Source: an optimization exercise on an open RTL-to-GDS flow (aim: small area, a short achievable clock period and few clock cycles per item). Production flows keep margins and buffers that such runs may drop. In this exercise RTL edits were held to simulation tests only and were not proved equivalent to the original. Power is estimated from default activity; no workload was simulated.

==> design.v <==
package rsti_pkg;
    localparam int MAX_DIGITS = 16;
    localparam int IDX_W      = 4;
    localparam int CNT_W      = 5;
    localparam int VAL_W      = 64;
    localparam int LO_W       = 32;
    localparam int Q_DEPTH    = 2;
    localparam int Q_PTR_W    = 1;
    localparam int Q_CNT_W    = 2;
    localparam logic [7:0] CH_MINUS = 8'h2D;
    localparam logic [7:0] CH_PLUS  = 8'h2B;
    localparam logic [7:0] CH_SPACE = 8'h20;
    localparam logic [7:0] CH_LF    = 8'h0A;
    localparam logic [7:0] CH_TAB   = 8'h09;
    localparam logic [7:0] CH_CR    = 8'h0D;
    localparam logic [7:0] CH_VT    = 8'h0B;
    localparam logic [7:0] CH_FF    = 8'h0C;
    localparam logic [7:0] CH_NUL   = 8'h00;
    localparam logic [1:0] REG_RADIX       = 2'd0;
    localparam logic [1:0] REG_DIGIT_COUNT = 2'd1;
    localparam logic [1:0] REG_DIGITS_LOW  = 2'd2;
    localparam logic [1:0] REG_DIGITS_HIGH = 2'd3;
    localparam logic [4:0]  RST_RADIX       = 5'd10;
    localparam logic [4:0]  RST_DIGIT_COUNT = 5'd10;
    localparam logic [63:0] RST_DIGITS_LOW  = 64'h3736_3534_3332_3130;
    localparam logic [63:0] RST_DIGITS_HIGH = 64'h0000_0000_0000_3938;
    typedef enum logic [1:0] {
        PH_WS   = 2'd0,
        PH_SIGN = 2'd1,
        PH_DIG  = 2'd2,
        PH_DONE = 2'd3
    } t_phase;
    typedef struct packed {
        logic             first;
        logic             space;
        logic             minus;
        logic             plus;
        logic             hit;
        logic [3:0]       idx;
    } t_tok;
    function automatic logic [7:0] booth(input logic [4:0] r);
        logic one0, two0, neg0, one1, two1, neg1, one2, two2;
        one0 = r[0];
        two0 = r[1] && !r[0];
        neg0 = r[1];
        one1 = r[1] ^ r[2];
        two1 = (r[3:1] == 3'b011) || (r[3:1] == 3'b100);
        neg1 = r[3] && !(r[2] && r[1]);
        one2 = r[3] ^ r[4];
        two2 = r[3] && r[4];
        booth = {two2, one2, neg1, two1, one1, neg0, two0, one0};
    endfunction
endpackage
module rsti_front (
    input  logic                        i_clk,
    input  logic                        i_rst_n,
    input  logic                        i_valid,
    output logic                        o_ready,
    input  logic [7:0]                  i_ch,
    input  logic                        i_first,
    input  logic [rsti_pkg::CNT_W-1:0]  i_digit_count,
    input  logic [2*rsti_pkg::VAL_W-1:0] i_alphabet,
    output logic                        o_qvalid,
    output rsti_pkg::t_tok              o_qtok,
    input  logic                        i_qpop
);
    rsti_pkg::t_tok                     w_tok;
    rsti_pkg::t_tok                     r_tok;
    logic                               r_tvalid;
    logic [7:0]                         w_entry;
    logic                               w_big;
    logic                               w_nul;
    always_comb begin
        w_big       = i_digit_count[4];
        w_nul       = (i_ch == rsti_pkg::CH_NUL);
        w_tok.first = i_first;
        w_tok.space = (i_ch == rsti_pkg::CH_SPACE) || (i_ch == rsti_pkg::CH_LF) ||
                      (i_ch == rsti_pkg::CH_TAB) || (i_ch == rsti_pkg::CH_CR) ||
                      (i_ch == rsti_pkg::CH_VT) || (i_ch == rsti_pkg::CH_FF);
        w_tok.minus = (i_ch == rsti_pkg::CH_MINUS);
        w_tok.plus  = (i_ch == rsti_pkg::CH_PLUS);
        w_tok.hit   = 1'b0;
        w_tok.idx   = '0;
        w_entry     = '0;
        for (int k = rsti_pkg::MAX_DIGITS - 1; k >= 0; k--) begin
            w_entry = i_alphabet[8*k +: 8];
            if ((w_big || (4'(k) < i_digit_count[3:0])) && !w_nul && (w_entry == i_ch)) begin
                w_tok.hit = 1'b1;
                w_tok.idx = rsti_pkg::IDX_W'(k);
            end
        end
    end
    assign o_ready  = i_qpop;
    assign o_qvalid = r_tvalid;
    assign o_qtok   = r_tok;
    always_ff @(posedge i_clk) begin
        if (i_qpop) begin
            r_tok <= w_tok;
        end
    end
    always_ff @(posedge i_clk) begin
        if (!i_rst_n) begin
            r_tvalid <= 1'b0;
        end else if (i_qpop) begin
            r_tvalid <= i_valid;
        end
    end
endmodule
module rsti_back (
    input  logic                          i_clk,
    input  logic                          i_rst_n,
    input  logic                          i_qvalid,
    input  rsti_pkg::t_tok                i_qtok,
    output logic                          o_qpop,
    input  logic [7:0]                    i_booth,
    input  logic [4:0]                    i_rm1,
    output logic                          o_valid,
    input  logic                          i_ready,
    output logic signed [rsti_pkg::VAL_W-1:0] o_value
);
    localparam int LO_W = rsti_pkg::LO_W;
    localparam int HI_W = rsti_pkg::VAL_W - LO_W;
    rsti_pkg::t_phase               r_phase;
    rsti_pkg::t_phase               n_phase;
    rsti_pkg::t_phase               w_ph;
    logic                           r_par;
    logic                           n_par;
    logic                           w_par;
    logic [LO_W-1:0]                r_lo;
    logic [HI_W-1:0]                r_hi;
    logic [LO_W-1:0]                w_lo_mac;
    logic                           w_lo_c;
    logic [4:0]                     w_lo_ca;
    logic [4:0]                     w_lo_cb;
    logic [4:0]                     w_carry;
    logic [HI_W-1:0]                w_hi_mac;
    logic [5:0]                     w_f;
    logic [LO_W-1:0]                w_lo_ld;
    logic [HI_W-1:0]                w_hi_ld;
    logic [4:0]                     r_ca;
    logic [4:0]                     r_cb;
    logic                           r_c;
    logic                           r_hmac;
    logic                           r_oval;
    logic                           w_run;
    logic                           w_pop;
    logic                           w_pre;
    logic                           w_emit;
    logic                           w_dig;
    logic                           w_rz;
    logic                           w_mac;
    logic                           w_load;
    logic                           w_lo_load;
    logic                           w_lo_step;
    logic                           w_lo_keep;
    logic                           w_hi_step;
    logic                           w_hi_keep;
    logic [LO_W-1:0]                w_lo_next;
    logic [HI_W-1:0]                w_hi_next;
    assign w_run   = !r_oval || i_ready;
    assign w_pop   = i_qvalid && w_run;
    assign o_qpop  = w_run;
    assign o_valid = r_oval;
    assign o_value = {r_hi, r_lo} ^ {rsti_pkg::VAL_W{r_par}};
    always_comb begin
        w_ph   = i_qtok.first ? rsti_pkg::PH_WS : r_phase;
        w_par  = i_qtok.first ? 1'b0 : r_par;
        w_pre  = (w_ph == rsti_pkg::PH_WS) || (w_ph == rsti_pkg::PH_SIGN);
        w_emit = 1'b0;
        w_dig  = 1'b0;
        n_phase = w_ph;
        n_par   = w_par;
        if (w_ph == rsti_pkg::PH_DONE) begin
            n_phase = rsti_pkg::PH_DONE;
        end else if ((w_ph == rsti_pkg::PH_WS) && i_qtok.space) begin
            n_phase = rsti_pkg::PH_WS;
        end else if (w_pre && i_qtok.minus) begin
            n_phase = rsti_pkg::PH_SIGN;
            n_par   = ~w_par;
        end else if (w_pre && i_qtok.plus) begin
            n_phase = rsti_pkg::PH_SIGN;
        end else if (i_qtok.hit) begin
            w_dig   = 1'b1;
            n_phase = rsti_pkg::PH_DIG;
        end else begin
            w_emit  = 1'b1;
            n_phase = rsti_pkg::PH_DONE;
        end
    end
    always_comb begin
        w_rz    = !(i_booth[0] || i_booth[1] || i_booth[3] || i_booth[4] ||
                    i_booth[6] || i_booth[7]);
        w_mac   = w_dig && !i_qtok.first && !w_rz;
        w_load  = i_qtok.first || (w_pre && i_qtok.minus) || (w_dig && w_rz);
        w_f     = 6'(i_qtok.idx) + (r_par ? 6'(i_rm1) : 6'd0);
        if (w_dig) begin
            w_lo_ld = w_par ? {{(LO_W-4){i_qtok.idx == '0}}, i_qtok.idx - 4'd1}
                            : LO_W'(i_qtok.idx);
            w_hi_ld = {HI_W{w_par && (i_qtok.idx == '0)}};
        end else begin
            w_lo_ld = {LO_W{n_par}};
            w_hi_ld = {HI_W{n_par}};
        end
    end
    rsti_mac_lo u_mac_lo (
        .i_v (r_lo),
        .i_b (i_booth),
        .i_f (w_f),
        .o_y (w_lo_mac),
        .o_c (w_lo_c),
        .o_ca (w_lo_ca),
        .o_cb (w_lo_cb)
    );
    assign w_carry = r_ca + r_cb + 5'(r_c);
    rsti_mac_hi u_mac_hi (
        .i_v (r_hi),
        .i_b (i_booth),
        .i_c (w_carry),
        .o_y (w_hi_mac)
    );
    always_comb begin
        w_lo_load = w_pop && w_load;
        w_lo_step = w_pop && w_mac;
        w_lo_keep = !(w_lo_load || w_lo_step);
        w_hi_step = r_hmac && !w_lo_load;
        w_hi_keep = !(w_lo_load || w_hi_step);
        w_lo_next = ({LO_W{w_lo_load}} & w_lo_ld) | ({LO_W{w_lo_step}} & w_lo_mac) |
                    ({LO_W{w_lo_keep}} & r_lo);
        w_hi_next = ({HI_W{w_lo_load}} & w_hi_ld) | ({HI_W{w_hi_step}} & w_hi_mac) |
                    ({HI_W{w_hi_keep}} & r_hi);
    end
    always_ff @(posedge i_clk) begin
        r_lo <= w_lo_next;
        r_hi <= w_hi_next;
        r_ca <= w_lo_ca;
        r_cb <= w_lo_cb;
        r_c  <= w_lo_c;
    end
    always_ff @(posedge i_clk) begin
        if (!i_rst_n) begin
            r_phase <= rsti_pkg::PH_DONE;
            r_par   <= 1'b0;
            r_oval  <= 1'b0;
            r_hmac  <= 1'b0;
        end else begin
            if (w_pop && w_emit) begin
                r_oval <= 1'b1;
            end else if (i_ready) begin
                r_oval <= 1'b0;
            end
            if (w_pop) begin
                r_phase <= n_phase;
                r_par   <= n_par;
            end
            r_hmac <= w_pop && w_mac;
        end
    end
endmodule
module rsti_mac_lo (
    input  logic [31:0] i_v,
    input  logic [7:0] i_b,
    input  logic [5:0] i_f,
    output logic [31:0] o_y,
    output logic o_c,
    output logic [4:0] o_ca,
    output logic [4:0] o_cb
);
    logic t0;
    logic t1;
    logic t2;
    logic t3;
    logic t4;
    logic t5;
    logic t6;
    logic t7;
    logic t8;
    logic t9;
    logic t10;
    logic t11;
    logic t12;
    logic t13;
    logic t14;
    logic t15;
    logic t16;
    logic t17;
    logic t18;
    logic t19;
    logic t20;
    logic t21;
    logic t22;
    logic t23;
    logic t24;
    logic t25;
    logic t26;
    logic t27;
    logic t28;
    logic t29;
    logic t30;
    logic t31;
    logic t32;
    logic t33;
    logic t34;
    logic t35;
    logic t36;
    logic t37;
    logic t38;
    logic t39;
    logic t40;
    logic t41;
    logic t42;
    logic t43;
    logic t44;
    logic t45;
    logic t46;
    logic t47;
    logic t48;
    logic t49;
    logic t50;
    logic t51;
    logic t52;
    logic t53;
    logic t54;
    logic t55;
    logic t56;
    logic t57;
    logic t58;
    logic t59;
    logic t60;
    logic t61;
    logic t62;
    logic t63;
    logic t64;
    logic t65;
    logic t66;
    logic t67;
    logic t68;
    logic t69;
    logic t70;
    logic t71;
    logic t72;
    logic t73;
    logic t74;
    logic t75;
    logic t76;
    logic t77;
    logic t78;
    logic t79;
    logic t80;
    logic t81;
    logic t82;
    logic t83;
    logic t84;
    logic t85;
    logic t86;
    logic t87;
    logic t88;
    logic t89;
    logic t90;
    logic t91;
    logic t92;
    logic t93;
    logic t94;
    logic t95;
    logic t96;
    logic t97;
    logic t98;
    logic t99;
    logic t100;
    logic t101;
    logic t102;
    logic t103;
    logic t104;
    logic t105;
    logic t106;
    logic t107;
    logic t108;
    logic t109;
    logic t110;
    logic t111;
    logic t112;
    logic t113;
    logic t114;
    logic t115;
    logic t116;
    logic t117;
    logic t118;
    logic t119;
    logic t120;
    logic t121;
    logic t122;
    logic t123;
    logic t124;
    logic t125;
    logic t126;
    logic t127;
    logic t128;
    logic t129;
    logic t130;
    logic t131;
    logic t132;
    logic t133;
    logic t134;
    logic t135;
    logic t136;
    logic t137;
    logic t138;
    logic t139;
    logic t140;
    logic t141;
    logic t142;
    logic t143;
    logic t144;
    logic t145;
    logic t146;
    logic t147;
    logic t148;
    logic t149;
    logic t150;
    logic t151;
    logic t152;
    logic t153;
    logic t154;
    logic t155;
    logic t156;
    logic t157;
    logic t158;
    logic t159;
    logic t160;
    logic t161;
    logic t162;
    logic t163;
    logic t164;
    logic t165;
    logic t166;
    logic t167;
    logic t168;
    logic t169;
    logic t170;
    logic t171;
    logic t172;
    logic t173;
    logic t174;
    logic t175;
    logic t176;
    logic t177;
    logic t178;
    logic t179;
    logic t180;
    logic t181;
    logic t182;
    logic t183;
    logic t184;
    logic t185;
    logic t186;
    logic t187;
    logic t188;
    logic t189;
    logic t190;
    logic t191;
    logic t192;
    logic t193;
    logic t194;
    logic t195;
    logic t196;
    logic t197;
    logic t198;
    logic t199;
    logic t200;
    logic t201;
    logic t202;
    logic t203;
    logic t204;
    logic t205;
    logic t206;
    logic t207;
    logic t208;
    logic t209;
    logic t210;
    logic t211;
    logic t212;
    logic t213;
    logic t214;
    logic t215;
    logic t216;
    logic t217;
    logic t218;
    logic t219;
    logic t220;
    logic t221;
    logic t222;
    logic t223;
    logic t224;
    logic t225;
    logic t226;
    logic t227;
    logic t228;
    logic t229;
    logic t230;
    logic t231;
    logic t232;
    logic t233;
    logic t234;
    logic t235;
    logic t236;
    logic t237;
    logic t238;
    logic t239;
    logic t240;
    logic t241;
    logic t242;
    assign t0 = ((i_b[0] & i_v[0])) ^ i_b[2];
    assign t1 = ((i_b[0] & i_v[1]) | (i_b[1] & i_v[0])) ^ i_b[2];
    assign t2 = ((i_b[0] & i_v[2]) | (i_b[1] & i_v[1])) ^ i_b[2];
    assign t3 = ((i_b[0] & i_v[3]) | (i_b[1] & i_v[2])) ^ i_b[2];
    assign t4 = ((i_b[0] & i_v[4]) | (i_b[1] & i_v[3])) ^ i_b[2];
    assign t5 = ((i_b[0] & i_v[5]) | (i_b[1] & i_v[4])) ^ i_b[2];
    assign t6 = ((i_b[0] & i_v[6]) | (i_b[1] & i_v[5])) ^ i_b[2];
    assign t7 = ((i_b[0] & i_v[7]) | (i_b[1] & i_v[6])) ^ i_b[2];
    assign t8 = ((i_b[0] & i_v[8]) | (i_b[1] & i_v[7])) ^ i_b[2];
    assign t9 = ((i_b[0] & i_v[9]) | (i_b[1] & i_v[8])) ^ i_b[2];
    assign t10 = ((i_b[0] & i_v[10]) | (i_b[1] & i_v[9])) ^ i_b[2];
    assign t11 = ((i_b[0] & i_v[11]) | (i_b[1] & i_v[10])) ^ i_b[2];
    assign t12 = ((i_b[0] & i_v[12]) | (i_b[1] & i_v[11])) ^ i_b[2];
    assign t13 = ((i_b[0] & i_v[13]) | (i_b[1] & i_v[12])) ^ i_b[2];
    assign t14 = ((i_b[0] & i_v[14]) | (i_b[1] & i_v[13])) ^ i_b[2];
    assign t15 = ((i_b[0] & i_v[15]) | (i_b[1] & i_v[14])) ^ i_b[2];
    assign t16 = ((i_b[0] & i_v[16]) | (i_b[1] & i_v[15])) ^ i_b[2];
    assign t17 = ((i_b[0] & i_v[17]) | (i_b[1] & i_v[16])) ^ i_b[2];
    assign t18 = ((i_b[0] & i_v[18]) | (i_b[1] & i_v[17])) ^ i_b[2];
    assign t19 = ((i_b[0] & i_v[19]) | (i_b[1] & i_v[18])) ^ i_b[2];
    assign t20 = ((i_b[0] & i_v[20]) | (i_b[1] & i_v[19])) ^ i_b[2];
    assign t21 = ((i_b[0] & i_v[21]) | (i_b[1] & i_v[20])) ^ i_b[2];
    assign t22 = ((i_b[0] & i_v[22]) | (i_b[1] & i_v[21])) ^ i_b[2];
    assign t23 = ((i_b[0] & i_v[23]) | (i_b[1] & i_v[22])) ^ i_b[2];
    assign t24 = ((i_b[0] & i_v[24]) | (i_b[1] & i_v[23])) ^ i_b[2];
    assign t25 = ((i_b[0] & i_v[25]) | (i_b[1] & i_v[24])) ^ i_b[2];
    assign t26 = ((i_b[0] & i_v[26]) | (i_b[1] & i_v[25])) ^ i_b[2];
    assign t27 = ((i_b[0] & i_v[27]) | (i_b[1] & i_v[26])) ^ i_b[2];
    assign t28 = ((i_b[0] & i_v[28]) | (i_b[1] & i_v[27])) ^ i_b[2];
    assign t29 = ((i_b[0] & i_v[29]) | (i_b[1] & i_v[28])) ^ i_b[2];
    assign t30 = ((i_b[0] & i_v[30]) | (i_b[1] & i_v[29])) ^ i_b[2];
    assign t31 = ((i_b[0] & i_v[31]) | (i_b[1] & i_v[30])) ^ i_b[2];
    assign t32 = ((i_b[1] & i_v[31])) ^ i_b[2];
    assign t33 = ((i_b[3] & i_v[0])) ^ i_b[5];
    assign t34 = ((i_b[3] & i_v[1]) | (i_b[4] & i_v[0])) ^ i_b[5];
    assign t35 = ((i_b[3] & i_v[2]) | (i_b[4] & i_v[1])) ^ i_b[5];
    assign t36 = ((i_b[3] & i_v[3]) | (i_b[4] & i_v[2])) ^ i_b[5];
    assign t37 = ((i_b[3] & i_v[4]) | (i_b[4] & i_v[3])) ^ i_b[5];
    assign t38 = ((i_b[3] & i_v[5]) | (i_b[4] & i_v[4])) ^ i_b[5];
    assign t39 = ((i_b[3] & i_v[6]) | (i_b[4] & i_v[5])) ^ i_b[5];
    assign t40 = ((i_b[3] & i_v[7]) | (i_b[4] & i_v[6])) ^ i_b[5];
    assign t41 = ((i_b[3] & i_v[8]) | (i_b[4] & i_v[7])) ^ i_b[5];
    assign t42 = ((i_b[3] & i_v[9]) | (i_b[4] & i_v[8])) ^ i_b[5];
    assign t43 = ((i_b[3] & i_v[10]) | (i_b[4] & i_v[9])) ^ i_b[5];
    assign t44 = ((i_b[3] & i_v[11]) | (i_b[4] & i_v[10])) ^ i_b[5];
    assign t45 = ((i_b[3] & i_v[12]) | (i_b[4] & i_v[11])) ^ i_b[5];
    assign t46 = ((i_b[3] & i_v[13]) | (i_b[4] & i_v[12])) ^ i_b[5];
    assign t47 = ((i_b[3] & i_v[14]) | (i_b[4] & i_v[13])) ^ i_b[5];
    assign t48 = ((i_b[3] & i_v[15]) | (i_b[4] & i_v[14])) ^ i_b[5];
    assign t49 = ((i_b[3] & i_v[16]) | (i_b[4] & i_v[15])) ^ i_b[5];
    assign t50 = ((i_b[3] & i_v[17]) | (i_b[4] & i_v[16])) ^ i_b[5];
    assign t51 = ((i_b[3] & i_v[18]) | (i_b[4] & i_v[17])) ^ i_b[5];
    assign t52 = ((i_b[3] & i_v[19]) | (i_b[4] & i_v[18])) ^ i_b[5];
    assign t53 = ((i_b[3] & i_v[20]) | (i_b[4] & i_v[19])) ^ i_b[5];
    assign t54 = ((i_b[3] & i_v[21]) | (i_b[4] & i_v[20])) ^ i_b[5];
    assign t55 = ((i_b[3] & i_v[22]) | (i_b[4] & i_v[21])) ^ i_b[5];
    assign t56 = ((i_b[3] & i_v[23]) | (i_b[4] & i_v[22])) ^ i_b[5];
    assign t57 = ((i_b[3] & i_v[24]) | (i_b[4] & i_v[23])) ^ i_b[5];
    assign t58 = ((i_b[3] & i_v[25]) | (i_b[4] & i_v[24])) ^ i_b[5];
    assign t59 = ((i_b[3] & i_v[26]) | (i_b[4] & i_v[25])) ^ i_b[5];
    assign t60 = ((i_b[3] & i_v[27]) | (i_b[4] & i_v[26])) ^ i_b[5];
    assign t61 = ((i_b[3] & i_v[28]) | (i_b[4] & i_v[27])) ^ i_b[5];
    assign t62 = ((i_b[3] & i_v[29]) | (i_b[4] & i_v[28])) ^ i_b[5];
    assign t63 = ((i_b[3] & i_v[30]) | (i_b[4] & i_v[29])) ^ i_b[5];
    assign t64 = ((i_b[3] & i_v[31]) | (i_b[4] & i_v[30])) ^ i_b[5];
    assign t65 = ((i_b[4] & i_v[31])) ^ i_b[5];
    assign t66 = (i_b[6] & i_v[0]);
    assign t67 = (i_b[6] & i_v[1]) | (i_b[7] & i_v[0]);
    assign t68 = (i_b[6] & i_v[2]) | (i_b[7] & i_v[1]);
    assign t69 = (i_b[6] & i_v[3]) | (i_b[7] & i_v[2]);
    assign t70 = (i_b[6] & i_v[4]) | (i_b[7] & i_v[3]);
    assign t71 = (i_b[6] & i_v[5]) | (i_b[7] & i_v[4]);
    assign t72 = (i_b[6] & i_v[6]) | (i_b[7] & i_v[5]);
    assign t73 = (i_b[6] & i_v[7]) | (i_b[7] & i_v[6]);
    assign t74 = (i_b[6] & i_v[8]) | (i_b[7] & i_v[7]);
    assign t75 = (i_b[6] & i_v[9]) | (i_b[7] & i_v[8]);
    assign t76 = (i_b[6] & i_v[10]) | (i_b[7] & i_v[9]);
    assign t77 = (i_b[6] & i_v[11]) | (i_b[7] & i_v[10]);
    assign t78 = (i_b[6] & i_v[12]) | (i_b[7] & i_v[11]);
    assign t79 = (i_b[6] & i_v[13]) | (i_b[7] & i_v[12]);
    assign t80 = (i_b[6] & i_v[14]) | (i_b[7] & i_v[13]);
    assign t81 = (i_b[6] & i_v[15]) | (i_b[7] & i_v[14]);
    assign t82 = (i_b[6] & i_v[16]) | (i_b[7] & i_v[15]);
    assign t83 = (i_b[6] & i_v[17]) | (i_b[7] & i_v[16]);
    assign t84 = (i_b[6] & i_v[18]) | (i_b[7] & i_v[17]);
    assign t85 = (i_b[6] & i_v[19]) | (i_b[7] & i_v[18]);
    assign t86 = (i_b[6] & i_v[20]) | (i_b[7] & i_v[19]);
    assign t87 = (i_b[6] & i_v[21]) | (i_b[7] & i_v[20]);
    assign t88 = (i_b[6] & i_v[22]) | (i_b[7] & i_v[21]);
    assign t89 = (i_b[6] & i_v[23]) | (i_b[7] & i_v[22]);
    assign t90 = (i_b[6] & i_v[24]) | (i_b[7] & i_v[23]);
    assign t91 = (i_b[6] & i_v[25]) | (i_b[7] & i_v[24]);
    assign t92 = (i_b[6] & i_v[26]) | (i_b[7] & i_v[25]);
    assign t93 = (i_b[6] & i_v[27]) | (i_b[7] & i_v[26]);
    assign t94 = (i_b[6] & i_v[28]) | (i_b[7] & i_v[27]);
    assign t95 = (i_b[6] & i_v[29]) | (i_b[7] & i_v[28]);
    assign t96 = (i_b[6] & i_v[30]) | (i_b[7] & i_v[29]);
    assign t97 = (i_b[6] & i_v[31]) | (i_b[7] & i_v[30]);
    assign t98 = (i_b[7] & i_v[31]);
    assign t99 = t2 ^ t33;
    assign t100 = t2 & t33;
    assign t101 = t3 ^ t34;
    assign t102 = t3 & t34;
    assign t103 = t4 ^ t35 ^ t66;
    assign t104 = (t4 & t35) | (t4 & t66) | (t35 & t66);
    assign t105 = t5 ^ t36 ^ t67;
    assign t106 = (t5 & t36) | (t5 & t67) | (t36 & t67);
    assign t107 = t6 ^ t37;
    assign t108 = t6 & t37;
    assign t109 = t7 ^ t38;
    assign t110 = t7 & t38;
    assign t111 = t8 ^ t39;
    assign t112 = t8 & t39;
    assign t113 = t9 ^ t40;
    assign t114 = t9 & t40;
    assign t115 = t10 ^ t41;
    assign t116 = t10 & t41;
    assign t117 = t11 ^ t42;
    assign t118 = t11 & t42;
    assign t119 = t12 ^ t43;
    assign t120 = t12 & t43;
    assign t121 = t13 ^ t44;
    assign t122 = t13 & t44;
    assign t123 = t14 ^ t45;
    assign t124 = t14 & t45;
    assign t125 = t15 ^ t46;
    assign t126 = t15 & t46;
    assign t127 = t16 ^ t47;
    assign t128 = t16 & t47;
    assign t129 = t17 ^ t48;
    assign t130 = t17 & t48;
    assign t131 = t18 ^ t49;
    assign t132 = t18 & t49;
    assign t133 = t19 ^ t50;
    assign t134 = t19 & t50;
    assign t135 = t20 ^ t51;
    assign t136 = t20 & t51;
    assign t137 = t21 ^ t52;
    assign t138 = t21 & t52;
    assign t139 = t22 ^ t53;
    assign t140 = t22 & t53;
    assign t141 = t23 ^ t54;
    assign t142 = t23 & t54;
    assign t143 = t24 ^ t55;
    assign t144 = t24 & t55;
    assign t145 = t25 ^ t56;
    assign t146 = t25 & t56;
    assign t147 = t26 ^ t57;
    assign t148 = t26 & t57;
    assign t149 = t27 ^ t58;
    assign t150 = t27 & t58;
    assign t151 = t28 ^ t59;
    assign t152 = t28 & t59;
    assign t153 = t29 ^ t60;
    assign t154 = t29 & t60;
    assign t155 = t30 ^ t61;
    assign t156 = t30 & t61;
    assign t157 = t31 ^ t62;
    assign t158 = t31 & t62;
    assign t159 = t32 ^ t63;
    assign t160 = t32 & t63;
    assign t161 = i_b[2] ^ t64;
    assign t162 = i_b[2] & t64;
    assign t163 = i_b[2] ^ t65;
    assign t164 = i_b[2] & t65;
    assign t165 = i_b[2] ^ i_b[5];
    assign t166 = i_b[2] & i_b[5];
    assign t167 = i_b[2] ^ i_b[5];
    assign t168 = i_b[2] & i_b[5];
    assign t169 = t0 ^ i_b[2];
    assign t170 = t0 & i_b[2];
    assign t171 = t1 ^ i_f[1];
    assign t172 = t1 & i_f[1];
    assign t173 = t99 ^ i_b[5] ^ i_f[2];
    assign t174 = (t99 & i_b[5]) | (t99 & i_f[2]) | (i_b[5] & i_f[2]);
    assign t175 = t100 ^ t101 ^ i_f[3];
    assign t176 = (t100 & t101) | (t100 & i_f[3]) | (t101 & i_f[3]);
    assign t177 = t102 ^ t103 ^ i_f[4];
    assign t178 = (t102 & t103) | (t102 & i_f[4]) | (t103 & i_f[4]);
    assign t179 = t104 ^ t105 ^ i_f[5];
    assign t180 = (t104 & t105) | (t104 & i_f[5]) | (t105 & i_f[5]);
    assign t181 = t106 ^ t107 ^ t68;
    assign t182 = (t106 & t107) | (t106 & t68) | (t107 & t68);
    assign t183 = t108 ^ t109 ^ t69;
    assign t184 = (t108 & t109) | (t108 & t69) | (t109 & t69);
    assign t185 = t110 ^ t111 ^ t70;
    assign t186 = (t110 & t111) | (t110 & t70) | (t111 & t70);
    assign t187 = t112 ^ t113 ^ t71;
    assign t188 = (t112 & t113) | (t112 & t71) | (t113 & t71);
    assign t189 = t114 ^ t115 ^ t72;
    assign t190 = (t114 & t115) | (t114 & t72) | (t115 & t72);
    assign t191 = t116 ^ t117 ^ t73;
    assign t192 = (t116 & t117) | (t116 & t73) | (t117 & t73);
    assign t193 = t118 ^ t119 ^ t74;
    assign t194 = (t118 & t119) | (t118 & t74) | (t119 & t74);
    assign t195 = t120 ^ t121 ^ t75;
    assign t196 = (t120 & t121) | (t120 & t75) | (t121 & t75);
    assign t197 = t122 ^ t123 ^ t76;
    assign t198 = (t122 & t123) | (t122 & t76) | (t123 & t76);
    assign t199 = t124 ^ t125 ^ t77;
    assign t200 = (t124 & t125) | (t124 & t77) | (t125 & t77);
    assign t201 = t126 ^ t127 ^ t78;
    assign t202 = (t126 & t127) | (t126 & t78) | (t127 & t78);
    assign t203 = t128 ^ t129 ^ t79;
    assign t204 = (t128 & t129) | (t128 & t79) | (t129 & t79);
    assign t205 = t130 ^ t131 ^ t80;
    assign t206 = (t130 & t131) | (t130 & t80) | (t131 & t80);
    assign t207 = t132 ^ t133 ^ t81;
    assign t208 = (t132 & t133) | (t132 & t81) | (t133 & t81);
    assign t209 = t134 ^ t135 ^ t82;
    assign t210 = (t134 & t135) | (t134 & t82) | (t135 & t82);
    assign t211 = t136 ^ t137 ^ t83;
    assign t212 = (t136 & t137) | (t136 & t83) | (t137 & t83);
    assign t213 = t138 ^ t139 ^ t84;
    assign t214 = (t138 & t139) | (t138 & t84) | (t139 & t84);
    assign t215 = t140 ^ t141 ^ t85;
    assign t216 = (t140 & t141) | (t140 & t85) | (t141 & t85);
    assign t217 = t142 ^ t143 ^ t86;
    assign t218 = (t142 & t143) | (t142 & t86) | (t143 & t86);
    assign t219 = t144 ^ t145 ^ t87;
    assign t220 = (t144 & t145) | (t144 & t87) | (t145 & t87);
    assign t221 = t146 ^ t147 ^ t88;
    assign t222 = (t146 & t147) | (t146 & t88) | (t147 & t88);
    assign t223 = t148 ^ t149 ^ t89;
    assign t224 = (t148 & t149) | (t148 & t89) | (t149 & t89);
    assign t225 = t150 ^ t151 ^ t90;
    assign t226 = (t150 & t151) | (t150 & t90) | (t151 & t90);
    assign t227 = t152 ^ t153 ^ t91;
    assign t228 = (t152 & t153) | (t152 & t91) | (t153 & t91);
    assign t229 = t154 ^ t155 ^ t92;
    assign t230 = (t154 & t155) | (t154 & t92) | (t155 & t92);
    assign t231 = t156 ^ t157 ^ t93;
    assign t232 = (t156 & t157) | (t156 & t93) | (t157 & t93);
    assign t233 = t158 ^ t159 ^ t94;
    assign t234 = (t158 & t159) | (t158 & t94) | (t159 & t94);
    assign t235 = t160 ^ t161 ^ t95;
    assign t236 = (t160 & t161) | (t160 & t95) | (t161 & t95);
    assign t237 = t162 ^ t163 ^ t96;
    assign t238 = (t162 & t163) | (t162 & t96) | (t163 & t96);
    assign t239 = t164 ^ t165 ^ t97;
    assign t240 = (t164 & t165) | (t164 & t97) | (t165 & t97);
    assign t241 = t166 ^ t167 ^ t98;
    assign t242 = (t166 & t167) | (t166 & t98) | (t167 & t98);
    assign {o_c, o_y} = {1'b0, t230, t228, t226, t224, t222, t220, t218, t216, t214, t212, t210, t208, t206, t204, t202, t200, t198, t196, t194, t192, t190, t188, t186, t184, t182, t180, t178, t176, t174, t172, t170, t169} + {1'b0, t231, t229, t227, t225, t223, t221, t219, t217, t215, t213, t211, t209, t207, t205, t203, t201, t199, t197, t195, t193, t191, t189, t187, t185, t183, t181, t179, t177, t175, t173, t171, i_f[0]};
    assign o_ca = {t240, t238, t236, t234, t232};
    assign o_cb = {t241, t239, t237, t235, t233};
endmodule
module rsti_mac_hi (
    input  logic [31:0] i_v,
    input  logic [7:0] i_b,
    input  logic [4:0] i_c,
    output logic [31:0] o_y
);
    logic t0;
    logic t1;
    logic t2;
    logic t3;
    logic t4;
    logic t5;
    logic t6;
    logic t7;
    logic t8;
    logic t9;
    logic t10;
    logic t11;
    logic t12;
    logic t13;
    logic t14;
    logic t15;
    logic t16;
    logic t17;
    logic t18;
    logic t19;
    logic t20;
    logic t21;
    logic t22;
    logic t23;
    logic t24;
    logic t25;
    logic t26;
    logic t27;
    logic t28;
    logic t29;
    logic t30;
    logic t31;
    logic t32;
    logic t33;
    logic t34;
    logic t35;
    logic t36;
    logic t37;
    logic t38;
    logic t39;
    logic t40;
    logic t41;
    logic t42;
    logic t43;
    logic t44;
    logic t45;
    logic t46;
    logic t47;
    logic t48;
    logic t49;
    logic t50;
    logic t51;
    logic t52;
    logic t53;
    logic t54;
    logic t55;
    logic t56;
    logic t57;
    logic t58;
    logic t59;
    logic t60;
    logic t61;
    logic t62;
    logic t63;
    logic t64;
    logic t65;
    logic t66;
    logic t67;
    logic t68;
    logic t69;
    logic t70;
    logic t71;
    logic t72;
    logic t73;
    logic t74;
    logic t75;
    logic t76;
    logic t77;
    logic t78;
    logic t79;
    logic t80;
    logic t81;
    logic t82;
    logic t83;
    logic t84;
    logic t85;
    logic t86;
    logic t87;
    logic t88;
    logic t89;
    logic t90;
    logic t91;
    logic t92;
    logic t93;
    logic t94;
    logic t95;
    logic t96;
    logic t97;
    logic t98;
    logic t99;
    logic t100;
    logic t101;
    logic t102;
    logic t103;
    logic t104;
    logic t105;
    logic t106;
    logic t107;
    logic t108;
    logic t109;
    logic t110;
    logic t111;
    logic t112;
    logic t113;
    logic t114;
    logic t115;
    logic t116;
    logic t117;
    logic t118;
    logic t119;
    logic t120;
    logic t121;
    logic t122;
    logic t123;
    logic t124;
    logic t125;
    logic t126;
    logic t127;
    logic t128;
    logic t129;
    logic t130;
    logic t131;
    logic t132;
    logic t133;
    logic t134;
    logic t135;
    logic t136;
    logic t137;
    logic t138;
    logic t139;
    logic t140;
    logic t141;
    logic t142;
    logic t143;
    logic t144;
    logic t145;
    logic t146;
    logic t147;
    logic t148;
    logic t149;
    logic t150;
    logic t151;
    logic t152;
    logic t153;
    logic t154;
    logic t155;
    logic t156;
    logic t157;
    logic t158;
    logic t159;
    logic t160;
    logic t161;
    logic t162;
    logic t163;
    logic t164;
    logic t165;
    logic t166;
    logic t167;
    logic t168;
    logic t169;
    logic t170;
    logic t171;
    logic t172;
    logic t173;
    logic t174;
    logic t175;
    logic t176;
    logic t177;
    logic t178;
    logic t179;
    logic t180;
    logic t181;
    logic t182;
    logic t183;
    logic t184;
    logic t185;
    logic t186;
    logic t187;
    logic t188;
    logic t189;
    logic t190;
    logic t191;
    logic t192;
    logic t193;
    logic t194;
    logic t195;
    logic t196;
    logic t197;
    logic t198;
    logic t199;
    logic t200;
    logic t201;
    logic t202;
    logic t203;
    logic t204;
    logic t205;
    logic t206;
    logic t207;
    logic t208;
    logic t209;
    logic t210;
    logic t211;
    logic t212;
    logic t213;
    assign t0 = ((i_b[0] & i_v[0])) ^ i_b[2];
    assign t1 = ((i_b[0] & i_v[1]) | (i_b[1] & i_v[0])) ^ i_b[2];
    assign t2 = ((i_b[0] & i_v[2]) | (i_b[1] & i_v[1])) ^ i_b[2];
    assign t3 = ((i_b[0] & i_v[3]) | (i_b[1] & i_v[2])) ^ i_b[2];
    assign t4 = ((i_b[0] & i_v[4]) | (i_b[1] & i_v[3])) ^ i_b[2];
    assign t5 = ((i_b[0] & i_v[5]) | (i_b[1] & i_v[4])) ^ i_b[2];
    assign t6 = ((i_b[0] & i_v[6]) | (i_b[1] & i_v[5])) ^ i_b[2];
    assign t7 = ((i_b[0] & i_v[7]) | (i_b[1] & i_v[6])) ^ i_b[2];
    assign t8 = ((i_b[0] & i_v[8]) | (i_b[1] & i_v[7])) ^ i_b[2];
    assign t9 = ((i_b[0] & i_v[9]) | (i_b[1] & i_v[8])) ^ i_b[2];
    assign t10 = ((i_b[0] & i_v[10]) | (i_b[1] & i_v[9])) ^ i_b[2];
    assign t11 = ((i_b[0] & i_v[11]) | (i_b[1] & i_v[10])) ^ i_b[2];
    assign t12 = ((i_b[0] & i_v[12]) | (i_b[1] & i_v[11])) ^ i_b[2];
    assign t13 = ((i_b[0] & i_v[13]) | (i_b[1] & i_v[12])) ^ i_b[2];
    assign t14 = ((i_b[0] & i_v[14]) | (i_b[1] & i_v[13])) ^ i_b[2];
    assign t15 = ((i_b[0] & i_v[15]) | (i_b[1] & i_v[14])) ^ i_b[2];
    assign t16 = ((i_b[0] & i_v[16]) | (i_b[1] & i_v[15])) ^ i_b[2];
    assign t17 = ((i_b[0] & i_v[17]) | (i_b[1] & i_v[16])) ^ i_b[2];
    assign t18 = ((i_b[0] & i_v[18]) | (i_b[1] & i_v[17])) ^ i_b[2];
    assign t19 = ((i_b[0] & i_v[19]) | (i_b[1] & i_v[18])) ^ i_b[2];
    assign t20 = ((i_b[0] & i_v[20]) | (i_b[1] & i_v[19])) ^ i_b[2];
    assign t21 = ((i_b[0] & i_v[21]) | (i_b[1] & i_v[20])) ^ i_b[2];
    assign t22 = ((i_b[0] & i_v[22]) | (i_b[1] & i_v[21])) ^ i_b[2];
    assign t23 = ((i_b[0] & i_v[23]) | (i_b[1] & i_v[22])) ^ i_b[2];
    assign t24 = ((i_b[0] & i_v[24]) | (i_b[1] & i_v[23])) ^ i_b[2];
    assign t25 = ((i_b[0] & i_v[25]) | (i_b[1] & i_v[24])) ^ i_b[2];
    assign t26 = ((i_b[0] & i_v[26]) | (i_b[1] & i_v[25])) ^ i_b[2];
    assign t27 = ((i_b[0] & i_v[27]) | (i_b[1] & i_v[26])) ^ i_b[2];
    assign t28 = ((i_b[0] & i_v[28]) | (i_b[1] & i_v[27])) ^ i_b[2];
    assign t29 = ((i_b[0] & i_v[29]) | (i_b[1] & i_v[28])) ^ i_b[2];
    assign t30 = ((i_b[0] & i_v[30]) | (i_b[1] & i_v[29])) ^ i_b[2];
    assign t31 = ((i_b[0] & i_v[31]) | (i_b[1] & i_v[30])) ^ i_b[2];
    assign t32 = ((i_b[3] & i_v[0])) ^ i_b[5];
    assign t33 = ((i_b[3] & i_v[1]) | (i_b[4] & i_v[0])) ^ i_b[5];
    assign t34 = ((i_b[3] & i_v[2]) | (i_b[4] & i_v[1])) ^ i_b[5];
    assign t35 = ((i_b[3] & i_v[3]) | (i_b[4] & i_v[2])) ^ i_b[5];
    assign t36 = ((i_b[3] & i_v[4]) | (i_b[4] & i_v[3])) ^ i_b[5];
    assign t37 = ((i_b[3] & i_v[5]) | (i_b[4] & i_v[4])) ^ i_b[5];
    assign t38 = ((i_b[3] & i_v[6]) | (i_b[4] & i_v[5])) ^ i_b[5];
    assign t39 = ((i_b[3] & i_v[7]) | (i_b[4] & i_v[6])) ^ i_b[5];
    assign t40 = ((i_b[3] & i_v[8]) | (i_b[4] & i_v[7])) ^ i_b[5];
    assign t41 = ((i_b[3] & i_v[9]) | (i_b[4] & i_v[8])) ^ i_b[5];
    assign t42 = ((i_b[3] & i_v[10]) | (i_b[4] & i_v[9])) ^ i_b[5];
    assign t43 = ((i_b[3] & i_v[11]) | (i_b[4] & i_v[10])) ^ i_b[5];
    assign t44 = ((i_b[3] & i_v[12]) | (i_b[4] & i_v[11])) ^ i_b[5];
    assign t45 = ((i_b[3] & i_v[13]) | (i_b[4] & i_v[12])) ^ i_b[5];
    assign t46 = ((i_b[3] & i_v[14]) | (i_b[4] & i_v[13])) ^ i_b[5];
    assign t47 = ((i_b[3] & i_v[15]) | (i_b[4] & i_v[14])) ^ i_b[5];
    assign t48 = ((i_b[3] & i_v[16]) | (i_b[4] & i_v[15])) ^ i_b[5];
    assign t49 = ((i_b[3] & i_v[17]) | (i_b[4] & i_v[16])) ^ i_b[5];
    assign t50 = ((i_b[3] & i_v[18]) | (i_b[4] & i_v[17])) ^ i_b[5];
    assign t51 = ((i_b[3] & i_v[19]) | (i_b[4] & i_v[18])) ^ i_b[5];
    assign t52 = ((i_b[3] & i_v[20]) | (i_b[4] & i_v[19])) ^ i_b[5];
    assign t53 = ((i_b[3] & i_v[21]) | (i_b[4] & i_v[20])) ^ i_b[5];
    assign t54 = ((i_b[3] & i_v[22]) | (i_b[4] & i_v[21])) ^ i_b[5];
    assign t55 = ((i_b[3] & i_v[23]) | (i_b[4] & i_v[22])) ^ i_b[5];
    assign t56 = ((i_b[3] & i_v[24]) | (i_b[4] & i_v[23])) ^ i_b[5];
    assign t57 = ((i_b[3] & i_v[25]) | (i_b[4] & i_v[24])) ^ i_b[5];
    assign t58 = ((i_b[3] & i_v[26]) | (i_b[4] & i_v[25])) ^ i_b[5];
    assign t59 = ((i_b[3] & i_v[27]) | (i_b[4] & i_v[26])) ^ i_b[5];
    assign t60 = ((i_b[3] & i_v[28]) | (i_b[4] & i_v[27])) ^ i_b[5];
    assign t61 = ((i_b[3] & i_v[29]) | (i_b[4] & i_v[28])) ^ i_b[5];
    assign t62 = (i_b[6] & i_v[0]);
    assign t63 = (i_b[6] & i_v[1]) | (i_b[7] & i_v[0]);
    assign t64 = (i_b[6] & i_v[2]) | (i_b[7] & i_v[1]);
    assign t65 = (i_b[6] & i_v[3]) | (i_b[7] & i_v[2]);
    assign t66 = (i_b[6] & i_v[4]) | (i_b[7] & i_v[3]);
    assign t67 = (i_b[6] & i_v[5]) | (i_b[7] & i_v[4]);
    assign t68 = (i_b[6] & i_v[6]) | (i_b[7] & i_v[5]);
    assign t69 = (i_b[6] & i_v[7]) | (i_b[7] & i_v[6]);
    assign t70 = (i_b[6] & i_v[8]) | (i_b[7] & i_v[7]);
    assign t71 = (i_b[6] & i_v[9]) | (i_b[7] & i_v[8]);
    assign t72 = (i_b[6] & i_v[10]) | (i_b[7] & i_v[9]);
    assign t73 = (i_b[6] & i_v[11]) | (i_b[7] & i_v[10]);
    assign t74 = (i_b[6] & i_v[12]) | (i_b[7] & i_v[11]);
    assign t75 = (i_b[6] & i_v[13]) | (i_b[7] & i_v[12]);
    assign t76 = (i_b[6] & i_v[14]) | (i_b[7] & i_v[13]);
    assign t77 = (i_b[6] & i_v[15]) | (i_b[7] & i_v[14]);
    assign t78 = (i_b[6] & i_v[16]) | (i_b[7] & i_v[15]);
    assign t79 = (i_b[6] & i_v[17]) | (i_b[7] & i_v[16]);
    assign t80 = (i_b[6] & i_v[18]) | (i_b[7] & i_v[17]);
    assign t81 = (i_b[6] & i_v[19]) | (i_b[7] & i_v[18]);
    assign t82 = (i_b[6] & i_v[20]) | (i_b[7] & i_v[19]);
    assign t83 = (i_b[6] & i_v[21]) | (i_b[7] & i_v[20]);
    assign t84 = (i_b[6] & i_v[22]) | (i_b[7] & i_v[21]);
    assign t85 = (i_b[6] & i_v[23]) | (i_b[7] & i_v[22]);
    assign t86 = (i_b[6] & i_v[24]) | (i_b[7] & i_v[23]);
    assign t87 = (i_b[6] & i_v[25]) | (i_b[7] & i_v[24]);
    assign t88 = (i_b[6] & i_v[26]) | (i_b[7] & i_v[25]);
    assign t89 = (i_b[6] & i_v[27]) | (i_b[7] & i_v[26]);
    assign t90 = t2 ^ t32;
    assign t91 = t2 & t32;
    assign t92 = t3 ^ t33;
    assign t93 = t3 & t33;
    assign t94 = t4 ^ t34 ^ t62;
    assign t95 = (t4 & t34) | (t4 & t62) | (t34 & t62);
    assign t96 = t5 ^ t35;
    assign t97 = t5 & t35;
    assign t98 = t6 ^ t36;
    assign t99 = t6 & t36;
    assign t100 = t7 ^ t37;
    assign t101 = t7 & t37;
    assign t102 = t8 ^ t38;
    assign t103 = t8 & t38;
    assign t104 = t9 ^ t39;
    assign t105 = t9 & t39;
    assign t106 = t10 ^ t40;
    assign t107 = t10 & t40;
    assign t108 = t11 ^ t41;
    assign t109 = t11 & t41;
    assign t110 = t12 ^ t42;
    assign t111 = t12 & t42;
    assign t112 = t13 ^ t43;
    assign t113 = t13 & t43;
    assign t114 = t14 ^ t44;
    assign t115 = t14 & t44;
    assign t116 = t15 ^ t45;
    assign t117 = t15 & t45;
    assign t118 = t16 ^ t46;
    assign t119 = t16 & t46;
    assign t120 = t17 ^ t47;
    assign t121 = t17 & t47;
    assign t122 = t18 ^ t48;
    assign t123 = t18 & t48;
    assign t124 = t19 ^ t49;
    assign t125 = t19 & t49;
    assign t126 = t20 ^ t50;
    assign t127 = t20 & t50;
    assign t128 = t21 ^ t51;
    assign t129 = t21 & t51;
    assign t130 = t22 ^ t52;
    assign t131 = t22 & t52;
    assign t132 = t23 ^ t53;
    assign t133 = t23 & t53;
    assign t134 = t24 ^ t54;
    assign t135 = t24 & t54;
    assign t136 = t25 ^ t55;
    assign t137 = t25 & t55;
    assign t138 = t26 ^ t56;
    assign t139 = t26 & t56;
    assign t140 = t27 ^ t57;
    assign t141 = t27 & t57;
    assign t142 = t28 ^ t58;
    assign t143 = t28 & t58;
    assign t144 = t29 ^ t59;
    assign t145 = t29 & t59;
    assign t146 = t30 ^ t60;
    assign t147 = t30 & t60;
    assign t148 = t31 ^ t61;
    assign t149 = t31 & t61;
    assign t150 = t0 ^ i_b[2];
    assign t151 = t0 & i_b[2];
    assign t152 = t1 ^ i_c[1];
    assign t153 = t1 & i_c[1];
    assign t154 = t90 ^ i_b[5] ^ i_c[2];
    assign t155 = (t90 & i_b[5]) | (t90 & i_c[2]) | (i_b[5] & i_c[2]);
    assign t156 = t91 ^ t92 ^ i_c[3];
    assign t157 = (t91 & t92) | (t91 & i_c[3]) | (t92 & i_c[3]);
    assign t158 = t93 ^ t94 ^ i_c[4];
    assign t159 = (t93 & t94) | (t93 & i_c[4]) | (t94 & i_c[4]);
    assign t160 = t95 ^ t96 ^ t63;
    assign t161 = (t95 & t96) | (t95 & t63) | (t96 & t63);
    assign t162 = t97 ^ t98 ^ t64;
    assign t163 = (t97 & t98) | (t97 & t64) | (t98 & t64);
    assign t164 = t99 ^ t100 ^ t65;
    assign t165 = (t99 & t100) | (t99 & t65) | (t100 & t65);
    assign t166 = t101 ^ t102 ^ t66;
    assign t167 = (t101 & t102) | (t101 & t66) | (t102 & t66);
    assign t168 = t103 ^ t104 ^ t67;
    assign t169 = (t103 & t104) | (t103 & t67) | (t104 & t67);
    assign t170 = t105 ^ t106 ^ t68;
    assign t171 = (t105 & t106) | (t105 & t68) | (t106 & t68);
    assign t172 = t107 ^ t108 ^ t69;
    assign t173 = (t107 & t108) | (t107 & t69) | (t108 & t69);
    assign t174 = t109 ^ t110 ^ t70;
    assign t175 = (t109 & t110) | (t109 & t70) | (t110 & t70);
    assign t176 = t111 ^ t112 ^ t71;
    assign t177 = (t111 & t112) | (t111 & t71) | (t112 & t71);
    assign t178 = t113 ^ t114 ^ t72;
    assign t179 = (t113 & t114) | (t113 & t72) | (t114 & t72);
    assign t180 = t115 ^ t116 ^ t73;
    assign t181 = (t115 & t116) | (t115 & t73) | (t116 & t73);
    assign t182 = t117 ^ t118 ^ t74;
    assign t183 = (t117 & t118) | (t117 & t74) | (t118 & t74);
    assign t184 = t119 ^ t120 ^ t75;
    assign t185 = (t119 & t120) | (t119 & t75) | (t120 & t75);
    assign t186 = t121 ^ t122 ^ t76;
    assign t187 = (t121 & t122) | (t121 & t76) | (t122 & t76);
    assign t188 = t123 ^ t124 ^ t77;
    assign t189 = (t123 & t124) | (t123 & t77) | (t124 & t77);
    assign t190 = t125 ^ t126 ^ t78;
    assign t191 = (t125 & t126) | (t125 & t78) | (t126 & t78);
    assign t192 = t127 ^ t128 ^ t79;
    assign t193 = (t127 & t128) | (t127 & t79) | (t128 & t79);
    assign t194 = t129 ^ t130 ^ t80;
    assign t195 = (t129 & t130) | (t129 & t80) | (t130 & t80);
    assign t196 = t131 ^ t132 ^ t81;
    assign t197 = (t131 & t132) | (t131 & t81) | (t132 & t81);
    assign t198 = t133 ^ t134 ^ t82;
    assign t199 = (t133 & t134) | (t133 & t82) | (t134 & t82);
    assign t200 = t135 ^ t136 ^ t83;
    assign t201 = (t135 & t136) | (t135 & t83) | (t136 & t83);
    assign t202 = t137 ^ t138 ^ t84;
    assign t203 = (t137 & t138) | (t137 & t84) | (t138 & t84);
    assign t204 = t139 ^ t140 ^ t85;
    assign t205 = (t139 & t140) | (t139 & t85) | (t140 & t85);
    assign t206 = t141 ^ t142 ^ t86;
    assign t207 = (t141 & t142) | (t141 & t86) | (t142 & t86);
    assign t208 = t143 ^ t144 ^ t87;
    assign t209 = (t143 & t144) | (t143 & t87) | (t144 & t87);
    assign t210 = t145 ^ t146 ^ t88;
    assign t211 = (t145 & t146) | (t145 & t88) | (t146 & t88);
    assign t212 = t147 ^ t148 ^ t89;
    assign t213 = (t147 & t148) | (t147 & t89) | (t148 & t89);
    assign o_y = {t211, t209, t207, t205, t203, t201, t199, t197, t195, t193, t191, t189, t187, t185, t183, t181, t179, t177, t175, t173, t171, t169, t167, t165, t163, t161, t159, t157, t155, t153, t151, t150} + {t212, t210, t208, t206, t204, t202, t200, t198, t196, t194, t192, t190, t188, t186, t184, t182, t180, t178, t176, t174, t172, t170, t168, t166, t164, t162, t160, t158, t156, t154, t152, i_c[0]};
endmodule
module radix_string_to_integer_unit (
    input  logic                              i_clk,
    input  logic                              i_rst_n,
    input  logic                              i_valid,
    output logic                              o_ready,
    input  logic [7:0]                        i_ch,
    input  logic                              i_first,
    output logic                              o_valid,
    input  logic                              i_ready,
    output logic signed [rsti_pkg::VAL_W-1:0] o_value,
    input  logic                              i_cfg_we,
    input  logic [1:0]                        i_cfg_idx,
    input  logic [rsti_pkg::VAL_W-1:0]        i_cfg_data
);
    logic [7:0]                  r_booth;
    logic [4:0]                  r_rm1;
    logic [rsti_pkg::CNT_W-1:0]  r_digit_count;
    logic [rsti_pkg::VAL_W-1:0]  r_digits_low;
    logic [rsti_pkg::VAL_W-1:0]  r_digits_high;
    logic                        w_qvalid;
    rsti_pkg::t_tok              w_qtok;
    logic                        w_qpop;
    always_ff @(posedge i_clk) begin
        if (!i_rst_n) begin
            r_booth       <= rsti_pkg::booth(rsti_pkg::RST_RADIX);
            r_rm1         <= rsti_pkg::RST_RADIX - 5'd1;
            r_digit_count <= rsti_pkg::RST_DIGIT_COUNT;
            r_digits_low  <= rsti_pkg::RST_DIGITS_LOW;
            r_digits_high <= rsti_pkg::RST_DIGITS_HIGH;
        end else if (i_cfg_we) begin
            case (i_cfg_idx)
                rsti_pkg::REG_RADIX: begin
                    r_booth <= rsti_pkg::booth(i_cfg_data[4:0]);
                    r_rm1   <= i_cfg_data[4:0] - 5'd1;
                end
                rsti_pkg::REG_DIGIT_COUNT: r_digit_count <= i_cfg_data[4:0];
                rsti_pkg::REG_DIGITS_LOW:  r_digits_low  <= i_cfg_data;
                rsti_pkg::REG_DIGITS_HIGH: r_digits_high <= i_cfg_data;
                default: begin
                end
            endcase
        end
    end
    rsti_front u_front (
        .i_clk         (i_clk),
        .i_rst_n       (i_rst_n),
        .i_valid       (i_valid),
        .o_ready       (o_ready),
        .i_ch          (i_ch),
        .i_first       (i_first),
        .i_digit_count (r_digit_count),
        .i_alphabet    ({r_digits_high, r_digits_low}),
        .o_qvalid      (w_qvalid),
        .o_qtok        (w_qtok),
        .i_qpop        (w_qpop)
    );
    rsti_back u_back (
        .i_clk    (i_clk),
        .i_rst_n  (i_rst_n),
        .i_qvalid (w_qvalid),
        .i_qtok   (w_qtok),
        .o_qpop   (w_qpop),
        .i_booth  (r_booth),
        .i_rm1    (r_rm1),
        .o_valid  (o_valid),
        .i_ready  (i_ready),
        .o_value  (o_value)
    );
endmodule
==> flow/run.sh <==
#!/bin/bash
# Own flow: the standard layout (standard.sh, unchanged synthesis), with
# one change: every input and output port still gets its own buffer, but a
# plain sky130_fd_sc_hd__buf_1 rather than the delay cell buffer_ports picks
# by itself. standard.sh's output goes to standard.log; each ORFS step keeps
# its own log under orfs/logs/.
set -euo pipefail
bash standard.sh "BUFFER_PORTS_ARGS=-buffer_cell sky130_fd_sc_hd__buf_1" finish > standard.log 2>&1
==> standard.sh <==
#!/bin/bash
# synth_recipe.tcl (not shown) runs the flow's synth.tcl, then flattens the netlist and writes it again
# the make line also repeats each setting of config.mk as NAME=value (left out here)
make -C /OpenROAD-flow-scripts/flow DESIGN_CONFIG=/design/flow/config.mk WORK_HOME=/design/flow/orfs CLKGATE_MAP_FILE= SYNTH_SCRIPT=/design/flow/synth_recipe.tcl "${@:-finish}"
==> config.mk <==
export PLATFORM = sky130hd
export DESIGN_NAME = radix_string_to_integer_unit
export DESIGN_NICKNAME = radix_string_to_integer_unit
export VERILOG_FILES = /design/flow/design.v
export SDC_FILE = /design/flow/constraint.sdc
export NUM_CORES = 4
export LEC_CHECK = 0
export CAP_MARGIN = 20
export CORE_MARGIN = 2
export CORE_UTILIZATION = 60
export PLACE_DENSITY = 0.75
export SETUP_SLACK_MARGIN = 2.6
export SLEW_MARGIN = 20
==> constraint.sdc <==
create_clock -name core_clock -period 6.5 [get_ports {i_clk}]
set_input_delay 1.3000 -clock core_clock [delete_from_list [all_inputs] [get_ports {i_clk}]]
set_output_delay 1.3000 -clock core_clock [all_outputs]
set_load 0.01 [all_outputs]
==> flow_summary_export.csv, run 1 <==
group,metric,value,unit
run_status,outcome,"timing/DRC/antenna clean",
detailed_routing,via_count,18061,
floorplanning,start_util,61.2,%
place,place.gp.congestion,0.886,
power,peakVddDrop,0.568,mV
global_route,use_met1,39.5,%
global_route,grt_max_degree,82,
worst_setup_path,cp_data_arrival_time,4.66,ns
clocking,cts-buffers-inserted,28,
sta,worst_slack,2.35,ns
sta,hold_viol,0,
power,powerDensity,625,nW/µm²
place,dp_hpwl,36300,µm
yosys,syn_nets,2696,
detailed_routing,drtPass1Iterations,6,
finish,nets,2729,
worst_setup_path,setup.worst_path.start_class,"register",
floorplanning,dieWidth,186,µm
clocking,htreeDepth,1,
global_route,first_global_vias,17758,
power,power.internal,0.00743,W
sta,rsz0062_at_grt,"true",
worst_setup_path,worstSetupPathType,"register to register",
place,io_buffers,145,
detailed_routing,vias_per_cell,6.22,
finish,final_cell_mix,"nand2_1, xnor2_1, dfxtp_1",
clocking,path_clk_slew,0.07,ns
yosys,muxShareOfSynthArea,1.01,%
floorplanning,ios,146,
finish,postLayoutCellArea,22700,µm²
place,placed_area,20600,µm²
finish,fillCellCount,2547,
detailed_routing,drtAntennaViolNets,0,
sta,slew-limit-headroom,31.4,%
floorplanning,dieArea,34800,µm²
power,p_sw,0.00675,W
yosys,yosys_register_bits,236,
sta,slew_violations,0,
sta,worst_pin_slew,1.02,ns
floorplanning,rows,66,
detailed_routing,drt-initial-drc-count,1307,
sta,fin_crit_sh,63.9,%
finish,final_common_cell,"nand2_1",
clocking,holdBufCountCts,0,
job,drv_cap,0,
yosys,synth_edf_count,9,
worst_setup_path,crit_path_max_fanout,3,
worst_setup_path,crit_path_end_kind,"register",
global_route,grt_pass1_wl,90800,µm
clocking,cts_tree,"built",
worst_setup_path,r2r_setup_slack,2.35,ns
yosys,synthXorXnorAreaFrac,16.7,%
power,sw_frac_of_total,47.6,%
power,pwr-share-comb,74.2,%
yosys,synthFlopType,"dfxtp_1",
yosys,syn_area_per_cell,8.30,µm²
clocking,cts-root-buf,"clkbuf_16",
sta,timing.fmax,241,MHz
power,p_seq_share,14.1,%
yosys,synthDistinctLibCells,72,
place,dp_cells,2797,
finish,instances_no_fill,2903,
finish,syn2layout_area_growth,13.6,%
sta,tns,0,ns
yosys,synth_cells,2407,
detailed_routing,wl_per_cell,19.4,µm
yosys,synth-simple-area-share,14.3,%
yosys,synth_seq_area_share,24.1,%
worst_setup_path,required,7.01,ns
sta,finClkSkew,0.0247,ns
yosys,async_reset_ff_share,0,%
yosys,synthAdderAreaFrac,15.7,%
yosys,yosysWarnings,3,
global_route,grt-ovfl-total,0,
finish,drive_gt1_share,10.6,%
global_route,grt_util_met3,3.69,%
place,dp_slack,1.59,ns
sta,setup_viol,0,
finish,antenna_cells,0,
clocking,cts.path.max_buffers,3,
global_route,top_usage_layer,"met2",
detailed_routing,drc,0,
clocking,worstSkewPairLatency,0.57,ns
sta,timing.hold.ws,0.476,ns
global_route,use_met2,54.5,%
global_route,grtUsageTotal,31.3,%
min_path,hp-class,"register to register",
detailed_routing,routed_wl,56300,µm
power,pwr-share-clk,11.7,%
floorplanning,die_y,186,µm
yosys,synth_top_family_by_area,"compound AO/OA/AOI/OAI gates",
power,p_leak,9.17,nW
clocking,clkSinkCount,236,
global_route,antenna_found_initial,0,
yosys,synth_area,20000,µm²
yosys,synth_compound_area_share,22.7,%
floorplanning,coreArea,32600,µm²
sta,period_needed,4.15,ns
-- cells by family after synthesis --
kind of cell	Yosys count
xor+xnor	381
flops	236
compound gates	639
buf+inv	289
simple gates	633
fa+ha+maj	209
mux	20
-- metrics by stage --
step                      power, W  utilization (%)
after global placement      0.0104             63.0
after global routing        0.0153             69.5
after CTS                   0.0131             68.0
after floorplan            0.00881                -
final                       0.0142             69.5
after detailed placement    0.0105             63.0
-- state kept, by name, summed over array words and instances, names as in the netlist --
register	flops
u_back.r_ca	5
u_back.r_oval	1
u_back.r_lo	32
u_back.r_phase	2
u_front.r_tvalid	1
r_digits_low	64
r_digit_count	5
u_back.r_par	1
u_front.r_tok	9
u_back.r_hmac	1
u_back.r_c	1
u_back.r_cb	5
r_digits_high	64
r_booth	8
r_rm1	5
u_back.r_hi	32
-- path summary, 6_finish.rpt --
check,end,from,cells after the start
min,r_digits_low[11],r_digits_low[11],2
min reg2reg,r_digits_low[11],r_digits_low[11],2
max reg2reg,u_back.r_hi[25],u_back.r_c,19
max,u_back.r_hi[25],u_back.r_c,19
-- layer usage --
layer / wire length, µm / part of all wire, %
met1: 22900 / 41
met2: 27400 / 49
met3: 3740 / 6.6
met4: 2320 / 4.1
met5: 0 / 0
-- critical path, cell delays in order (launching register included) --
cell and delay, ns:
dfxtp_2 0.33, fa_2 0.40, inv_2 0.07, fa_2 0.21, inv_2 0.03, a21o_1 0.17
a21oi_2 0.14, xnor2_1 0.10, fa_1 0.50, inv_2 0.05, ha_4 0.29, nand2_4 0.05
o311a_1 0.31, or3_4 0.35, and4_4 0.22, o21bai_4 0.15, a21boi_2 0.09, o311a_1 0.32
o31ai_2 0.18, a21o_1 0.14
-- what timing repair did --
action                                  4_1_cts  5_1_grt
endpoints found under the setup margin       51       39
buffers inserted                             37       18
resized for setup                            72       90
pin swaps                                    38       58
-- layout make-up --
cell class,instances,area [µm²],area share (%)
sequential,236,4860,21.4
multi-input combinational,1882,14700,64.8
clock buffer,36,781,3.44
clock inverter,15,193,0.850
tap,442,553,2.44
inverter,62,233,1.03
timing repair buffer,230,1370,6.03
-- cell usage after synthesis, types with 4 or more instances --
cell / instances / area share, %
buf_1: 46 / 0.86
nand3_1: 82 / 2.1
inv_1: 62 / 1.2
nor4_1: 15 / 0.47
nor2_1: 68 / 1.3
buf_2: 15 / 0.38
o211a_1: 4 / 0.20
a22oi_1: 126 / 4.7
a211o_1: 5 / 0.22
a211oi_1: 15 / 0.56
fa_1: 70 / 7.0
nor3_1: 20 / 0.50
nand2b_1: 15 / 0.47
xnor2_1: 244 / 11
or3_1: 5 / 0.16
nand2_1: 346 / 6.5
xor2_1: 137 / 6.0
a41oi_1: 4 / 0.18
clkbuf_1: 166 / 3.1
mux2i_1: 19 / 0.95
dfxtp_1: 227 / 23
o31ai_1: 7 / 0.26
o311ai_0: 5 / 0.22
a21oi_1: 82 / 2.1
a22o_1: 55 / 2.4
a31oi_1: 30 / 0.94
ha_1: 139 / 8.7
nand3b_1: 7 / 0.26
o21bai_1: 7 / 0.26
o21ai_0: 87 / 2.2
a21boi_0: 97 / 3.6
and2_1: 12 / 0.38
a21o_1: 44 / 1.7
o2111ai_1: 4 / 0.18
nand4_1: 20 / 0.63
and3_1: 7 / 0.22
o211ai_1: 20 / 0.75
nor2b_1: 16 / 0.50
nor3b_1: 4 / 0.15
a221o_1: 6 / 0.30
edfxtp_1: 9 / 1.4
o21a_1: 15 / 0.56
-- power groups by stage --
stage / sequential, W / clock [W] / combinational, W
6_report: 0.00199 / 0.00166 / 0.0105
4_1_cts: 0.00197 / 0.00167 / 0.00946
3_5_place_dp: 0.00203 / 0 / 0.00852
5_1_grt: 0.00201 / 0.00174 / 0.0115
3_3_place_gp: 0.00202 / 0 / 0.00834
2_1_floorplan: 0.00171 / 0 / 0.00710
Testbench counts, summed over its fixed seeds: cycles 18,815, items 18,783.
==> run 2: changes to the inputs <==
--- a/config.mk
+++ b/config.mk
@@ -10,4 +10,4 @@
 export CORE_UTILIZATION = 60
 export PLACE_DENSITY = 0.75
-export SETUP_SLACK_MARGIN = 2.6
+export SETUP_SLACK_MARGIN = 2.2
 export SLEW_MARGIN = 20
==> run 2 against run 1 <==
Against the previous run:
- sequential power about the same
- sequential share of layout area increased by 0.45 points
- die area unchanged
- power decreased by 9.0%
- setup slack got worse by 0.087 ns
- final cell count decreased by 0.76%
- maximum frequency decreased by 2.1%
- routed wire length decreased by 1.3%
- clock-buffer cell count increased by 3
- register-to-register slack got worse by 0.09 ns
- core utilization decreased by 1.5 points
- largest power group unchanged
- highest routed layer is now met5
==> flow_summary_export.csv, run 2 <==
group,metric,value,unit
run_status,outcome,"timing/DRC/antenna clean",
global_route,grtUsageTotal,30.6,%
sta,worst_pin_slew,1.10,ns
yosys,yosysWarnings,3,
detailed_routing,drtAntennaViolNets,0,
place,io_buffers,145,
finish,final_core_util,68.0,%
yosys,syn_nets,2696,
clocking,path_clk_slew,0.06,ns
min_path,hold_start,"r_digits_high[27]",
place,dp_cells,2795,
yosys,ys_top_cells_by_count,"nand2_1, xnor2_1, dfxtp_1",
worst_setup_path,setup.worst_path.start_class,"register",
finish,antenna_cells,0,
yosys,synth_seq_area_share,24.1,%
yosys,synthDistinctLibCells,72,
worst_setup_path,required,6.95,ns
floorplanning,dieArea,34800,µm²
yosys,syn_area_per_cell,8.30,µm²
sta,setup_viol,0,
sta,rsz0062_at_grt,"true",
floorplanning,dieWidth,186,µm
clocking,cts-root-buf,"clkbuf_16",
power,powerDensity,582,nW/µm²
worst_setup_path,cp_data_arrival_time,4.69,ns
yosys,synthFlopType,"dfxtp_1",
yosys,async_reset_ff_share,0,%
worst_setup_path,r2r-start,"r_booth[3]",
power,peakVddDrop,0.363,mV
detailed_routing,drc,0,
floorplanning,coreArea,32600,µm²
finish,instances_no_fill,2881,
clocking,htreeDepth,1,
yosys,synth_top_cell_by_area,"dfxtp_1",
power,p_leak,9.01,nW
clocking,cts_tree,"built",
finish,syn2layout_area_growth,11.0,%
detailed_routing,drtPass1Iterations,5,
global_route,grt-ovfl-total,0,
detailed_routing,wl_per_cell,19.3,µm
yosys,yosys_register_bits,236,
place,place.gp.congestion,0.906,
floorplanning,start_util,61.2,%
clocking,clkSinkCount,236,
detailed_routing,via_count,17814,
sta,tns,0,ns
clocking,holdBufCountCts,0,
finish,nets,2708,
sta,hold_viol,0,
yosys,synth_edf_count,9,
finish,drive_gt1_share,7.87,%
sta,period_needed,4.24,ns
worst_setup_path,r2r_setup_slack,2.26,ns
finish,final_cell_mix,"nand2_1, xnor2_1, dfxtp_1",
global_route,grt_pass1_wl,88600,µm
clocking,cts.path.max_buffers,3,
sta,finClkSkew,0.0325,ns
worst_setup_path,crit_path_max_fanout,20,
sta,slew_violations,0,
floorplanning,rows,66,
yosys,synth_top_area_share,22.8,%
detailed_routing,vias_per_cell,6.18,
sta,timing.fmax,236,MHz
global_route,grt_max_degree,80,
finish,reg_top3,"r_digits_high: 64 flops, r_digits_low: 64 flops",
sta,slew-limit-headroom,25.0,%
yosys,synthMostInstantiatedCell,"nand2_1",
sta,fin_crit_sh,65.2,%
worst_setup_path,worstSetupPathType,"register to register",
global_route,first_global_vias,17498,
yosys,synth_area,20000,µm²
run 2: cell counts after synthesis:
Identical to the previous run, type by type.
run 2: critical path, cell delays in order (launching register included):
cell,delay [ns]
dfxtp_4,0.39
buf_12,0.17
a22oi_2,0.18
xnor2_1,0.15
fa_1,0.46
fa_1,0.54
inv_2,0.05
ha_4,0.28
nand2_2,0.06
o311a_1,0.39
or3_4,0.35
and4_4,0.22
o21bai_4,0.18
nand2_2,0.09
a311oi_2,0.34
o31ai_2,0.08
a21o_1,0.18
run 2: layer usage:
metal / share of wire (%) / vias up / track usage [%]
met5: 0.023 / - / 0
met4: 3.7 / 2 / 11.7
met3: 6.8 / 138 / 4.72
met2: 48 / 720 / 53.3
met1: 41 / 8565 / 38.1
li1: - / 8389 / -
run 2: cell families after synthesis:
| family | after synthesis | synth area share (%) |
|---|---|---|
| muxes | 20 | 1.01 |
| buffers and inverters | 289 | 5.53 |
| AOI/OAI and AO/OA | 639 | 22.7 |
| DFF | 236 | 24.1 |
| adders and majority gates | 209 | 15.7 |
| and+or+nand+nor | 633 | 14.3 |
| xor gates and xnor gates | 381 | 16.7 |
run 2: per-stage QoR:
stage | total power [W] | worst slack, ns | hold slack [ns] | cell area, µm²
final | 0.0129 | 2.26 | 0.477 | 22200
after floorplan | 0.00874 | 2.22 | 0.447 | 20000
after detailed placement | 0.0105 | 1.56 | 0.470 | 20500
after CTS | 0.0125 | 2.18 | 0.478 | 21800
after global routing | 0.0140 | 2.13 | 0.499 | 22200
after global placement | 0.0104 | 1.64 | 0.463 | 20500
run 2: report_power, final:
| group | total [W] | internal [W] | leakage, nW | switching, W |
|---|---|---|---|---|
| Combinational | 0.00922 | 0.00411 | 6.55 | 0.00511 |
| Clock | 0.00169 | 0.00103 | 0.487 | 0.000656 |
| Sequential | 0.00200 | 0.00163 | 1.97 | 0.000367 |
| Total | 0.0129 | 0.00678 | 9.01 | 0.00613 |
run 2: final cells by class:
type                       instances  area [µm²]
multi-input combinational       1882       14300
fill                            2696       10400
sequential                       236        4850
timing repair buffer             209        1210
clock buffer                      39         813
tap                              442         553
inverter                          62         233
clock inverter                    11         183
run 2: what timing repair did:
item | in CTS | in global routing
buffers inserted | 17 | 17
gates cloned | 1 | 1
pin swaps | 4 | 27
setup endpoints to repair | 40 | 31
resized for setup | 34 | 51
run 2: final timing paths:
path	end	cells past startpoint
setup / recovery	u_back.r_hi[25]	16
setup reg to reg	u_back.r_hi[25]	16
hold reg to reg	r_digits_high[27]	2
hold / removal	r_digits_high[27]	2

Check on run 2: ideal ports give 2.260 ns setup slack; a clkbuf_16 on the clock port and buf_2 on the inputs give 2.260 ns; moving port delays by the midpoint clock arrival (0.623 ns) as well gives 2.240 ns.
